Source: an optimization exercise on an open RTL-to-GDS flow (aim: small area). Production flows keep margins and buffers that such runs may drop.
The RTL of this run was laid out without a check of its function.
No activity file was given, so power comes from the tool's default toggle rates.

==> flow/flow/synth_wrap.tcl <==
# The standard flow's synthesis (synth_recipe.tcl) with one change: Yosys's abc call uses
# the area-oriented &nf mapper script in ECG_ABC_SCRIPT instead of ORFS's
# abc_area.script. Registers and their names are untouched.
proc synth {args} { yosys synth -nofsm -noshare {*}$args }
proc abc {args} {
  set i [lsearch -exact $args -script]
  if {$i >= 0} { lset args [expr {$i + 1}] $::env(ECG_ABC_SCRIPT) }
  yosys abc {*}$args
}
source $::env(SCRIPTS_DIR)/synth.tcl
# left out here: clear keep_hierarchy, flatten, clean up, hide names made inside functions, write 1_2_yosys.v
==> flow/config.mk <==
export PLATFORM = sky130hd
export DESIGN_NAME = ecg_feature_top
export DESIGN_NICKNAME = ecg_feature_top
export VERILOG_FILES = /design/flow/design.v
export SDC_FILE = /design/flow/constraint.sdc
export NUM_CORES = 4
export LEC_CHECK = 0
export ABC_AREA = 1
export CAP_MARGIN = 20
export CORE_MARGIN = 2
export CORE_UTILIZATION = 40
export SLEW_MARGIN = 20
export BUFFER_PORTS_ARGS = -buffer_cell sky130_fd_sc_hd__buf_1
export CTS_ARGS = -sink_clustering_enable -repair_clock_nets -buf_list sky130_fd_sc_hd__clkbuf_8 -sink_clustering_size 16 -sink_clustering_max_diameter 50 -dont_use_dummy_load
==> flow/design.v <==
`default_nettype none
package ecg_feature_pkg;
    typedef logic signed [12-1:0] amp_t;
    typedef logic signed [9-1:0] interval_t;
    typedef logic signed [16-1:0] feat_sum_t;
endpackage
`default_nettype wire
`timescale 1ns/1ps
`default_nettype none
module ecg_feature_top (
    input  wire                    wclk,
    input  wire                    rst_n,
    input  wire                    feature_rdy,
    input  wire                    mode,
    input  wire [4-1:0] cnt_lead,
    input  ecg_feature_pkg::interval_t              rr_pre,
    input  ecg_feature_pkg::interval_t              rr_post,
    input  ecg_feature_pkg::interval_t              q_loc,
    input  ecg_feature_pkg::interval_t              s_loc,
    input  ecg_feature_pkg::interval_t              r_loc,
    input  ecg_feature_pkg::interval_t              t_loc,
    input  ecg_feature_pkg::interval_t              st_loc,
    input  ecg_feature_pkg::amp_t                   r_amp,
    input  ecg_feature_pkg::amp_t                   q_amp,
    input  ecg_feature_pkg::amp_t                   s_amp,
    input  ecg_feature_pkg::amp_t                   p_amp,
    input  ecg_feature_pkg::amp_t                   t_amp,
    input  ecg_feature_pkg::amp_t                   st_amp,
    input  ecg_feature_pkg::amp_t                   st_amp_2,
    input  ecg_feature_pkg::amp_t                   st_amp_4,
    input  ecg_feature_pkg::amp_t                   st_amp_6,
    input  ecg_feature_pkg::amp_t                   iso_line,
    output ecg_feature_pkg::interval_t              rr_diff,
    output ecg_feature_pkg::interval_t              qrs,
    output ecg_feature_pkg::interval_t              rr_pre_rr_ave,
    output ecg_feature_pkg::interval_t              rr_post_rr_ave,
    output ecg_feature_pkg::interval_t              qrs_cur_qrs_ave,
    output ecg_feature_pkg::amp_t                   r_amp_r_amp_ave,
    output ecg_feature_pkg::amp_t                   q_amp_q_amp_ave,
    output ecg_feature_pkg::amp_t                   s_amp_s_amp_ave,
    output ecg_feature_pkg::amp_t                   p_amp_p_amp_ave,
    output ecg_feature_pkg::amp_t                   t_amp_t_amp_ave,
    output ecg_feature_pkg::amp_t                   q_amp_iso,
    output ecg_feature_pkg::amp_t                   s_amp_iso,
    output ecg_feature_pkg::amp_t                   t_amp_iso,
    output ecg_feature_pkg::amp_t                   st_amp_iso,
    output ecg_feature_pkg::amp_t                   st_slo,
    output ecg_feature_pkg::feat_sum_t              q_amp_iso_sum,
    output ecg_feature_pkg::feat_sum_t              s_amp_iso_sum,
    output ecg_feature_pkg::feat_sum_t              t_amp_iso_sum,
    output ecg_feature_pkg::feat_sum_t              st_amp_iso_sum,
    output ecg_feature_pkg::feat_sum_t              st_slo_sum,
    output logic                   feature_done,
    output logic                   init_features_end
);
    localparam logic [1:0] S_IDLE = 2'd0;
    localparam logic [1:0] S_WAIT = 2'd1;
    localparam logic [1:0] S_RUN  = 2'd2;
    localparam logic [1:0] S_DONE = 2'd3;
    function automatic logic b9(input logic [8:0] x, input logic [8:0] k1h);
        b9 = |(x & k1h);
    endfunction
    function automatic logic b12(input logic [11:0] x, input logic [11:0] k1h);
        b12 = |(x & k1h);
    endfunction
    logic [1:0] state;
    logic [3:0] ph;
    logic       ext;
    logic [3:0] beats;
    logic       zs;
    wire       run      = (state == S_RUN);
    wire [4:0] step     = {ext, ph};
    logic [8:0]  k9;
    logic [11:0] k12;
    always_comb begin
        for (int j = 0; j < 8; j++) k9[j] = (ph == 4'(j));
        k9[8] = (ph >= 4'd8);
        for (int j = 0; j < 11; j++) k12[j] = (ph == 4'(j));
        k12[11] = (ph >= 4'd11);
    end
    wire       init     = beats[3];
    wire       lead0    = (cnt_lead == 4'd0);
    wire       do_avg   = !mode || lead0;
    wire       do_mi    = mode;
    wire       beat_end = !mode || (cnt_lead == 4'd11);
    wire w16 = run && !ext;
    wire w9  = w16 && (ph <= 4'd8);
    wire w12 = w16 && (ph <= 4'd11);
    assign feature_done      = (state == S_DONE);
    assign init_features_end = beats[3];
    always_ff @(posedge wclk or negedge rst_n) begin
        if (!rst_n) begin
            state <= S_IDLE;
            ph    <= 4'd0;
            ext   <= 1'b0;
            beats <= 4'd0;
            zs    <= 1'b1;
        end else begin
            ph <= ph + 4'd1;
            case (state)
                S_IDLE: if (feature_rdy) state <= (ph == 4'd15) ? S_RUN : S_WAIT;
                S_WAIT: if (ph == 4'd15) state <= S_RUN;
                S_RUN: begin
                    if (ph == 4'd15) ext <= 1'b1;
                    if (ext && ph == 4'd1) begin
                        ext   <= 1'b0;
                        state <= S_DONE;
                    end
                end
                default: begin
                    state <= S_IDLE;
                    if (beat_end && !init) beats <= beats + 4'd1;
                    if (do_avg && !init) zs <= 1'b0;
                end
            endcase
        end
    end
    logic c_rd, c_qr;
    wire [1:0] f_rd = b9(rr_post, k9) + {1'b0, !b9(rr_pre, k9)} + {1'b0, c_rd};
    wire [1:0] f_qr = b9(s_loc, k9) + {1'b0, !b9(q_loc, k9)} + {1'b0, c_qr};
    wire       qbit = (ph <= 4'd8) ? f_qr[0] : qrs[8];
    always_ff @(posedge wclk) begin
        c_rd <= w9 ? f_rd[1] : 1'b1;
        c_qr <= w9 ? f_qr[1] : 1'b1;
    end
    always_ff @(posedge wclk) begin
        rr_diff <= (({f_rd[0], rr_diff[8:1]}) & {$bits(rr_diff){rst_n && (w9 && do_avg)}}) | ((rr_diff) & {$bits(rr_diff){rst_n && !(w9 && do_avg)}});
        qrs <= (({f_qr[0], qrs[8:1]}) & {$bits(qrs){rst_n && (w9 && do_avg)}}) | ((qrs) & {$bits(qrs){rst_n && !(w9 && do_avg)}});
    end
    wire en_acc = w16 && do_avg;
    wire en_d9  = w9 && do_avg;
    wire en_d12 = w12 && do_avg;
    logic [15:0] sum_rr;
    logic [15:0] sum_qrs;
    logic [15:0] sum_r;
    logic [15:0] sum_q;
    logic [15:0] sum_s;
    logic [15:0] sum_p;
    logic [15:0] sum_t;
    logic c_rr, c_rp, c_qs, c_r, c_q, c_s, c_p, c_t;
    wire y_rr = init ? !(sum_rr[3] && !zs) : (sum_rr[0] && !zs);
    wire y_qs = init ? !(sum_qrs[3] && !zs) : (sum_qrs[0] && !zs);
    wire y_r  = init ? !(sum_r[3] && !zs) : (sum_r[0] && !zs);
    wire y_q  = init ? !(sum_q[3] && !zs) : (sum_q[0] && !zs);
    wire y_s  = init ? !(sum_s[3] && !zs) : (sum_s[0] && !zs);
    wire y_p  = init ? !(sum_p[3] && !zs) : (sum_p[0] && !zs);
    wire y_t  = init ? !(sum_t[3] && !zs) : (sum_t[0] && !zs);
    wire y_rp = !(sum_rr[3] && !zs);
    wire [1:0] f_rr = b9(rr_pre, k9) + {1'b0, y_rr} + {1'b0, c_rr};
    wire [1:0] f_rp = b9(rr_post, k9) + {1'b0, y_rp} + {1'b0, c_rp};
    wire [1:0] f_qs = qbit + {1'b0, y_qs} + {1'b0, c_qs};
    wire [1:0] f_r  = b12(r_amp, k12) + {1'b0, y_r} + {1'b0, c_r};
    wire [1:0] f_q  = b12(q_amp, k12) + {1'b0, y_q} + {1'b0, c_q};
    wire [1:0] f_s  = b12(s_amp, k12) + {1'b0, y_s} + {1'b0, c_s};
    wire [1:0] f_p  = b12(p_amp, k12) + {1'b0, y_p} + {1'b0, c_p};
    wire [1:0] f_t  = b12(t_amp, k12) + {1'b0, y_t} + {1'b0, c_t};
    wire wr_sum = en_acc && !init;
    always_ff @(posedge wclk) begin
        c_rr <= en_acc ? f_rr[1] : init;
        c_rp <= en_acc ? f_rp[1] : 1'b1;
        c_qs <= en_acc ? f_qs[1] : init;
        c_r  <= en_acc ? f_r[1]  : init;
        c_q  <= en_acc ? f_q[1]  : init;
        c_s  <= en_acc ? f_s[1]  : init;
        c_p  <= en_acc ? f_p[1]  : init;
        c_t  <= en_acc ? f_t[1]  : init;
        sum_rr  <= {wr_sum ? f_rr[0] : sum_rr[0],  sum_rr[15:1]};
        sum_qrs <= {wr_sum ? f_qs[0] : sum_qrs[0], sum_qrs[15:1]};
        sum_r   <= {wr_sum ? f_r[0]  : sum_r[0],   sum_r[15:1]};
        sum_q   <= {wr_sum ? f_q[0]  : sum_q[0],   sum_q[15:1]};
        sum_s   <= {wr_sum ? f_s[0]  : sum_s[0],   sum_s[15:1]};
        sum_p   <= {wr_sum ? f_p[0]  : sum_p[0],   sum_p[15:1]};
        sum_t   <= {wr_sum ? f_t[0]  : sum_t[0],   sum_t[15:1]};
    end
    always_ff @(posedge wclk) begin
        rr_pre_rr_ave <= (({init && f_rr[0], rr_pre_rr_ave[8:1]}) & {$bits(rr_pre_rr_ave){rst_n && (en_d9)}}) | ((rr_pre_rr_ave) & {$bits(rr_pre_rr_ave){rst_n && !(en_d9)}});
        rr_post_rr_ave <= (({init && f_rp[0], rr_post_rr_ave[8:1]}) & {$bits(rr_post_rr_ave){rst_n && (en_d9)}}) | ((rr_post_rr_ave) & {$bits(rr_post_rr_ave){rst_n && !(en_d9)}});
        qrs_cur_qrs_ave <= (({init && f_qs[0], qrs_cur_qrs_ave[8:1]}) & {$bits(qrs_cur_qrs_ave){rst_n && (en_d9)}}) | ((qrs_cur_qrs_ave) & {$bits(qrs_cur_qrs_ave){rst_n && !(en_d9)}});
    end
    always_ff @(posedge wclk) begin
        r_amp_r_amp_ave <= (({init && f_r[0], r_amp_r_amp_ave[11:1]}) & {$bits(r_amp_r_amp_ave){rst_n && (en_d12)}}) | ((r_amp_r_amp_ave) & {$bits(r_amp_r_amp_ave){rst_n && !(en_d12)}});
        q_amp_q_amp_ave <= (({init && f_q[0], q_amp_q_amp_ave[11:1]}) & {$bits(q_amp_q_amp_ave){rst_n && (en_d12)}}) | ((q_amp_q_amp_ave) & {$bits(q_amp_q_amp_ave){rst_n && !(en_d12)}});
        s_amp_s_amp_ave <= (({init && f_s[0], s_amp_s_amp_ave[11:1]}) & {$bits(s_amp_s_amp_ave){rst_n && (en_d12)}}) | ((s_amp_s_amp_ave) & {$bits(s_amp_s_amp_ave){rst_n && !(en_d12)}});
        p_amp_p_amp_ave <= (({init && f_p[0], p_amp_p_amp_ave[11:1]}) & {$bits(p_amp_p_amp_ave){rst_n && (en_d12)}}) | ((p_amp_p_amp_ave) & {$bits(p_amp_p_amp_ave){rst_n && !(en_d12)}});
        t_amp_t_amp_ave <= (({init && f_t[0], t_amp_t_amp_ave[11:1]}) & {$bits(t_amp_t_amp_ave){rst_n && (en_d12)}}) | ((t_amp_t_amp_ave) & {$bits(t_amp_t_amp_ave){rst_n && !(en_d12)}});
    end
    wire en_i12 = w12 && do_mi;
    wire en_i16 = w16 && do_mi;
    wire lo12   = (ph <= 4'd11);
    logic c_qi, c_si, c_ti, c_sti;
    logic c_qis, c_sis, c_tis, c_stis;
    wire iso_b = !b12(iso_line, k12);
    wire [1:0] f_qi  = b12(q_amp, k12)    + {1'b0, iso_b} + {1'b0, c_qi};
    wire [1:0] f_si  = b12(s_amp, k12)    + {1'b0, iso_b} + {1'b0, c_si};
    wire [1:0] f_ti  = b12(t_amp, k12)    + {1'b0, iso_b} + {1'b0, c_ti};
    wire [1:0] f_sti = b12(st_amp_2, k12) + {1'b0, iso_b} + {1'b0, c_sti};
    wire qi_b  = lo12 ? f_qi[0]  : q_amp_iso[11];
    wire si_b  = lo12 ? f_si[0]  : s_amp_iso[11];
    wire ti_b  = lo12 ? f_ti[0]  : t_amp_iso[11];
    wire sti_b = lo12 ? f_sti[0] : st_amp_iso[11];
    wire [1:0] g_q  = (lead0 ? 1'b0 : q_amp_iso_sum[0])  + {1'b0, qi_b}  + {1'b0, c_qis};
    wire [1:0] g_s  = (lead0 ? 1'b0 : s_amp_iso_sum[0])  + {1'b0, si_b}  + {1'b0, c_sis};
    wire [1:0] g_t  = (lead0 ? 1'b0 : t_amp_iso_sum[0])  + {1'b0, ti_b}  + {1'b0, c_tis};
    wire [1:0] g_st = (lead0 ? 1'b0 : st_amp_iso_sum[0]) + {1'b0, sti_b} + {1'b0, c_stis};
    always_ff @(posedge wclk) begin
        c_qi   <= w12 ? f_qi[1]  : 1'b1;
        c_si   <= w12 ? f_si[1]  : 1'b1;
        c_ti   <= w12 ? f_ti[1]  : 1'b1;
        c_sti  <= w12 ? f_sti[1] : 1'b1;
        c_qis  <= w16 ? g_q[1]   : 1'b0;
        c_sis  <= w16 ? g_s[1]   : 1'b0;
        c_tis  <= w16 ? g_t[1]   : 1'b0;
        c_stis <= w16 ? g_st[1]  : 1'b0;
    end
    always_ff @(posedge wclk) begin
        q_amp_iso <= (({f_qi[0],  q_amp_iso[11:1]}) & {$bits(q_amp_iso){rst_n && (en_i12)}}) | ((q_amp_iso) & {$bits(q_amp_iso){rst_n && !(en_i12)}});
        s_amp_iso <= (({f_si[0],  s_amp_iso[11:1]}) & {$bits(s_amp_iso){rst_n && (en_i12)}}) | ((s_amp_iso) & {$bits(s_amp_iso){rst_n && !(en_i12)}});
        t_amp_iso <= (({f_ti[0],  t_amp_iso[11:1]}) & {$bits(t_amp_iso){rst_n && (en_i12)}}) | ((t_amp_iso) & {$bits(t_amp_iso){rst_n && !(en_i12)}});
        st_amp_iso <= (({f_sti[0], st_amp_iso[11:1]}) & {$bits(st_amp_iso){rst_n && (en_i12)}}) | ((st_amp_iso) & {$bits(st_amp_iso){rst_n && !(en_i12)}});
    end
    always_ff @(posedge wclk) begin
        q_amp_iso_sum <= (({g_q[0],  q_amp_iso_sum[15:1]}) & {$bits(q_amp_iso_sum){rst_n && (en_i16)}}) | ((q_amp_iso_sum) & {$bits(q_amp_iso_sum){rst_n && !(en_i16)}});
        s_amp_iso_sum <= (({g_s[0],  s_amp_iso_sum[15:1]}) & {$bits(s_amp_iso_sum){rst_n && (en_i16)}}) | ((s_amp_iso_sum) & {$bits(s_amp_iso_sum){rst_n && !(en_i16)}});
        t_amp_iso_sum <= (({g_t[0],  t_amp_iso_sum[15:1]}) & {$bits(t_amp_iso_sum){rst_n && (en_i16)}}) | ((t_amp_iso_sum) & {$bits(t_amp_iso_sum){rst_n && !(en_i16)}});
        st_amp_iso_sum <= (({g_st[0], st_amp_iso_sum[15:1]}) & {$bits(st_amp_iso_sum){rst_n && (en_i16)}}) | ((st_amp_iso_sum) & {$bits(st_amp_iso_sum){rst_n && !(en_i16)}});
    end
    wire [8:0] st_t_dist = st_loc - t_loc;
    wire       no_wave   = (t_loc == 9'd255) || (r_loc == 9'd255);
    wire       ge8       = !st_t_dist[8] && (st_t_dist[7:3] != 5'd0);
    wire       ge4       = !st_t_dist[8] && (st_t_dist[7:2] != 6'd0);
    wire       sel6      = !no_wave && ge8;
    wire       sel4      = !no_wave && !ge8 && ge4;
    wire [4:0] sh        = sel6 ? 5'd2 : (sel4 ? 5'd1 : 5'd0);
    logic c_sl, c_sls;
    wire a_sl = sel6 ? b12(st_amp_6, k12) : (sel4 ? b12(st_amp_4, k12) : b12(st_amp_2, k12));
    wire b_sl = (sel6 || sel4) ? b12(st_amp_2, k12) : b12(st_amp, k12);
    wire [1:0] f_sl = a_sl + {1'b0, !b_sl} + {1'b0, c_sl};
    wire sl_b = !no_wave && f_sl[0];
    wire sl_lo  = (step >= sh) && (step <= sh + 5'd11);
    wire sl_win = (step >= sh) && (step <= sh + 5'd15);
    wire sls_b  = sl_lo ? sl_b : st_slo[11];
    wire [1:0] g_sl = (lead0 ? 1'b0 : st_slo_sum[0]) + {1'b0, sls_b} + {1'b0, c_sls};
    always_ff @(posedge wclk) begin
        c_sl  <= run ? f_sl[1] : 1'b1;
        c_sls <= (run && sl_win) ? g_sl[1] : 1'b0;
    end
    always_ff @(posedge wclk) begin
        st_slo <= (({sl_b, st_slo[11:1]}) & {$bits(st_slo){rst_n && (run && do_mi && sl_lo)}}) | ((st_slo) & {$bits(st_slo){rst_n && !(run && do_mi && sl_lo)}});
    end
    always_ff @(posedge wclk) begin
        st_slo_sum <= (({g_sl[0], st_slo_sum[15:1]}) & {$bits(st_slo_sum){rst_n && (run && do_mi && sl_win)}}) | ((st_slo_sum) & {$bits(st_slo_sum){rst_n && !(run && do_mi && sl_win)}});
    end
endmodule
`default_nettype wire
==> flow/flow/run.sh <==
#!/bin/bash
# ORFS layout as the standard.sh runs it, with these changes:
#  - synthesis maps logic with ABC's &nf area mapper (flow/synth_wrap.tcl);
#  - the port buffers use the smallest buffer cell, buf_1;
#  - the clock tree uses larger sink clusters and no dummy loads.
set -euo pipefail
W=$PWD
cat >> config.mk <<EOC
export BUFFER_PORTS_ARGS = -buffer_cell sky130_fd_sc_hd__buf_1
export CTS_ARGS = -sink_clustering_enable -repair_clock_nets -buf_list sky130_fd_sc_hd__clkbuf_8 -sink_clustering_size 16 -sink_clustering_max_diameter 50 -dont_use_dummy_load
EOC
export ECG_ABC_SCRIPT=$W/flow/abc_nf.script
make -C "$FLOW_HOME" DESIGN_CONFIG=$W/config.mk WORK_HOME=$W/orfs CLKGATE_MAP_FILE= \
  SYNTH_SCRIPT=$W/flow/synth_wrap.tcl finish > $W/make_finish.log 2>&1
R=$W/orfs/results/$FLOW_PLATFORM/ecg_feature_top/base
: # left out here: write the final layout as DEF
==> flow/flow/abc_nf.script <==
&get -n
&st
&dch
&nf
&put
topo
==> flow/constraint.sdc <==
create_clock -name core_clock -period 10.0 [get_ports {wclk}]
set_input_delay 2.0000 -clock core_clock [delete_from_list [all_inputs] [get_ports {wclk}]]
set_output_delay 2.0000 -clock core_clock [all_outputs]
set_load 0.01 [all_outputs]
==> flow/standard.sh <==
#!/bin/bash
# synth_recipe.tcl (not shown) runs the flow's synth.tcl, then flattens the netlist and writes it again
# the make line also repeats each setting of config.mk as NAME=value (left out here)
make -C /OpenROAD-flow-scripts/flow DESIGN_CONFIG=/design/flow/config.mk WORK_HOME=/design/flow/orfs CLKGATE_MAP_FILE= SYNTH_SCRIPT=/design/flow/synth_recipe.tcl "${@:-finish}"
==> metrics.md <==
| Metric | Value |
|---|---|
| Synthesis-to-finish area growth | `22.1%` |
| Sink Count | `between 300 and 400` |
| Drt first pass iters | `5` |
| Synth top area share | `between 50% and 60%` |
| Clock share of power | `between 20% and 30%` |
| Crit-path max FO | `6` |
| Num CTS Buffers | `36` |
| CTS tree | `done` |
| # resized after CTS | `0` |
| LEAKAGE | `roughly 0.006 uW` |
| Synth Instances | `slightly above 1,000` |
| IO Pins | `~440` |
| Final Hold Vio Count | `0` |
| Root Buffer | `clkbuf_8` |
| Setup TNS | `0 ps` |
| Total of max-cap violations | `0` |
| Syn_area_per_cell | `~13 um^2` |
| Initial antenna violation count | `4` |
| Setup Buffers After CTS | `0` |
| Final Cycle Share | `between 60% and 70%` |
| VDD IR max | `between 0.06 and 0.07 mV` |
| Top area cells in the synthesized netlist | `dfxtp_1 59%, a22o_1 17%, fa_1 3.1%` |
| Die H | `between 150 and 200 um` |
| Clock Latency Late Sink | `roughly 550 ps` |
| Total Wirelength | `between 30 and 40 mm` |
| Switching power | `roughly 760 uW` |
| Most common cell after layout, fill and taps aside | `buf_1` |
| Worst Skew | `between 70 and 80 ps` |
| Initial DRC Count | `590` |
| Die Width | `about 180 um` |
| Synth Cell Area | `12,800 um^2` |
| Fmax | `between 0.15 and 0.2 GHz` |
| Post-synth net total | `1,254` |
| PortBufs | `~440` |
| Hold Path Class | `reg -> reg` |
| Post-synthesis register bit count | `389` |
| H-tree Lvls | `2` |
| Distinct cells, synth | `47` |
| Overall Global Routing Usage | `between 10% and 20%` |
| Setup crit end kind | `flop` |
| CTS clk-pin slew, worst paths | `~90 ps` |
| WL per Instance | `between 15 and 20 um` |
| Final Core Density | `around 49%` |
| Core area | `approximately 31,000 um^2` |
| Clk buf depth | `3` |
| RSZ-0062 raised after global routing | `no` |
| DPL Wire Length | `around 25 mm` |
| GR Overflow Total | `0` |
| Async set-reset flop share out of synthesis | `3.08%` |
| Via count | `10,200` |
| Max Slew Vio Count | `0` |
| Layout cells sized above 1 | `3.98%` |
| Hold Buf Count CTS | `0` |
| Critical Path RT | `between 10,000 and 15,000 ps` |
| Setup Viol. Count Final | `0` |
| Syn. warnings | `1` |
| Die Area | `between 30,000 and 40,000 um^2` |
| Placer congestion estimate | `roughly 0.97` |
| Largest net degree at the start of global routing | `66` |
| Residual DRC | `0` |
| Critical Path Source Type | `input port` |
| Post-route ant nets | `0` |
| Layout net count | `1,743` |
| Number of vias per cell | `~5.3` |
| Register area share after synthesis | `about three fifths` |
| Initial core utilization | `about two fifths` |
| CP Data Arrival Time | `~6500 ps` |
| CP Class | `in -> reg` |
| Post-synth EDFFs | `0` |
| Most frequent cells in the layout | `437 x buf_1, 377 x dfxtp_1, 242 x a22o_1, 43 x clkinv_1, 39 x nand2_1` |
| Sequential share of power | `about three fifths` |
| Power per Cell Area | `around 190 nW/um^2` |
| Worst rel slew slack | `approximately a third` |
| P_int | `roughly 2100 uW` |
| Switching share of total power | `between 20% and 30%` |
| Vias in the first global route | `9,612` |
| Logic pwr share | `between 10% and 20%` |
| Top_reg_cell synth | `dfxtp_1` |
| Cell row count | `between 60 and 70` |
| Post-synth top area cell | `dfxtp_1` |
| Outcome | `no timing/DRC/antenna violations` |
| First-pass GRT wire length | `~53 mm` |
| Tmin final | `slightly above 6000 ps` |
| Fillers | `approximately 3,000` |
| Worst slew pin tran | `between 1000 and 1500 ps` |
## critical path, cell delays in order
cell and delay (ps):
buf_1 70, clkinv_1 80, ha_1 350, nand2_1 100, or3_1 390, and3_1 190, a2111oi_0 400, nand4b_1 260
o211ai_1 570, clkinv_1 140, ha_1 340, a21oi_1 210, o21bai_1 90, a311o_1 370, mux2_1 350, fa_1 430
a22o_1 200
## registers in the layout (all words and copies together), names as in the netlist, 12 cells and up
name / cells
q_amp_q_amp_ave: 12
sum_q: 16
s_amp_iso_sum: 16
sum_rr: 16
t_amp_iso: 12
sum_s: 16
st_slo: 12
s_amp_s_amp_ave: 12
sum_r: 16
sum_qrs: 16
st_amp_iso: 12
q_amp_iso: 12
st_slo_sum: 16
st_amp_iso_sum: 16
sum_p: 16
r_amp_r_amp_ave: 12
q_amp_iso_sum: 16
t_amp_t_amp_ave: 12
s_amp_iso: 12
t_amp_iso_sum: 16
p_amp_p_amp_ave: 12
sum_t: 16
## path summary, 6_finish.rpt
check / from / end / slack (ps) / depth (start not counted)
setup reg to reg: ph[3] / st_slo_sum[15] / 5390 / 12
hold / removal: sum_qrs[4] / sum_qrs[3] / 290 / 0
hold reg to reg: sum_qrs[4] / sum_qrs[3] / 290 / 0
max in group asynchronous: rst_n / beats[2] / 8330 / 2
min in group asynchronous: rst_n / beats[3] / 1410 / 2
setup / recovery: t_loc[3] / st_slo_sum[15] / 3880 / 17
## kinds of logic (layout without fill, tap and decap cells)
logic type,after synthesis,count (layout),share of synthesized area [%]
muxes,8,8,0.686
AOI/OAI and AO/OA,381,381,24.6
xor gates and xnor gates,9,9,0.618
and+or+nand+nor,145,145,5.86
buffers and inverters,43,530,1.27
other,0,4,0
adders and majority gates,44,44,5.49
DFF,389,389,61.5
## through the flow
stage | setup WS [ps] | instance area [um^2] | std cells | total power (uW) | hold slack, ps
2_1_floorplan | 2760 | 12800 | 1019 | 1980 | 310
3_3_place_gp | 3420 | 15100 | 1872 | 2120 | 310
3_5_place_dp | 3190 | 15100 | 1872 | 2140 | 312
5_1_grt | 3500 | 15600 | 1912 | 3050 | 287
6_report | 3880 | 15600 | 1912 | 2880 | 294
4_1_cts | 3720 | 15600 | 1908 | 2920 | 291
## synthesized netlist by cell type, drive strengths merged (6+ instances only)
| master | n |
|---|---|
| a21oi | 31 |
| a222oi | 19 |
| a22o | 242 |
| a22oi | 35 |
| a31o | 6 |
| a32o | 8 |
| and2 | 16 |
| and3 | 9 |
| clkinv | 43 |
| dfrtp | 11 |
| dfxtp | 377 |
| fa | 20 |
| ha | 24 |
| mux2 | 6 |
| nand2 | 39 |
| nand3 | 15 |
| nand4 | 8 |
| nor2 | 23 |
| nor2b | 9 |
| o21ai | 13 |
| or2 | 6 |
## power groups by stage
stage	registers, uW	clock network, uW	logic, uW
floorplan	1740	0	241
global placement	1740	0	378
detailed placement	1750	0	388
CTS	1710	819	389
global route	1730	882	439
finish	1710	787	384
## area by class of cell
cell class              instances  area [um^2]  area share, %
flip-flops and latches        389         7850           50.4
multi-input cells             587         4810           30.9
repair buffers                451         1750           11.2
well taps                     402          503           3.23
clock buffers                  36          495           3.18
inverters                      43          161           1.04
diodes                          4         10.0         0.0643
## per-layer routing
layer	global-route usage (%)	up-vias	share of wire (%)	wire [um]
li1	-	4889	-	-
met5	0	-	0	0
met4	10.4	0	4.8	1660
met2	32.8	398	46	16000
met3	3.81	88	5.9	2040
met1	25.0	4780	43	14800

re-timing with driven ports:
In the flow no input, the clock included, has a driving cell. The finished layout below was timed again as built, in two steps. Step 1, drivers: a clkbuf_16 drives wclk and a buf_2 each remaining input, both assumed. Step 2 moves the port delays by t, midway between the first and last clock arrival at a register: inputs arrive t later, outputs are due t later. That takes back most of the time a late clock gives input paths. Slacks: no drivers / after step 1 / after step 2; pairs: no drivers / after step 1.
t (ns): 0.553
setup WS [ns]: 3.878 / 3.898 / 3.345
worst hold slack (ns): 0.294 / 0.294 / 0.294
worst register clock-pin slew, ns: 0.10 / 0.10
worst data-port slew with drivers (ns): 0.11
After both steps this run still meets setup and hold. For this run, drivers alone change the setup slack by +0.020 ns; drivers and shift together by -0.533 ns.
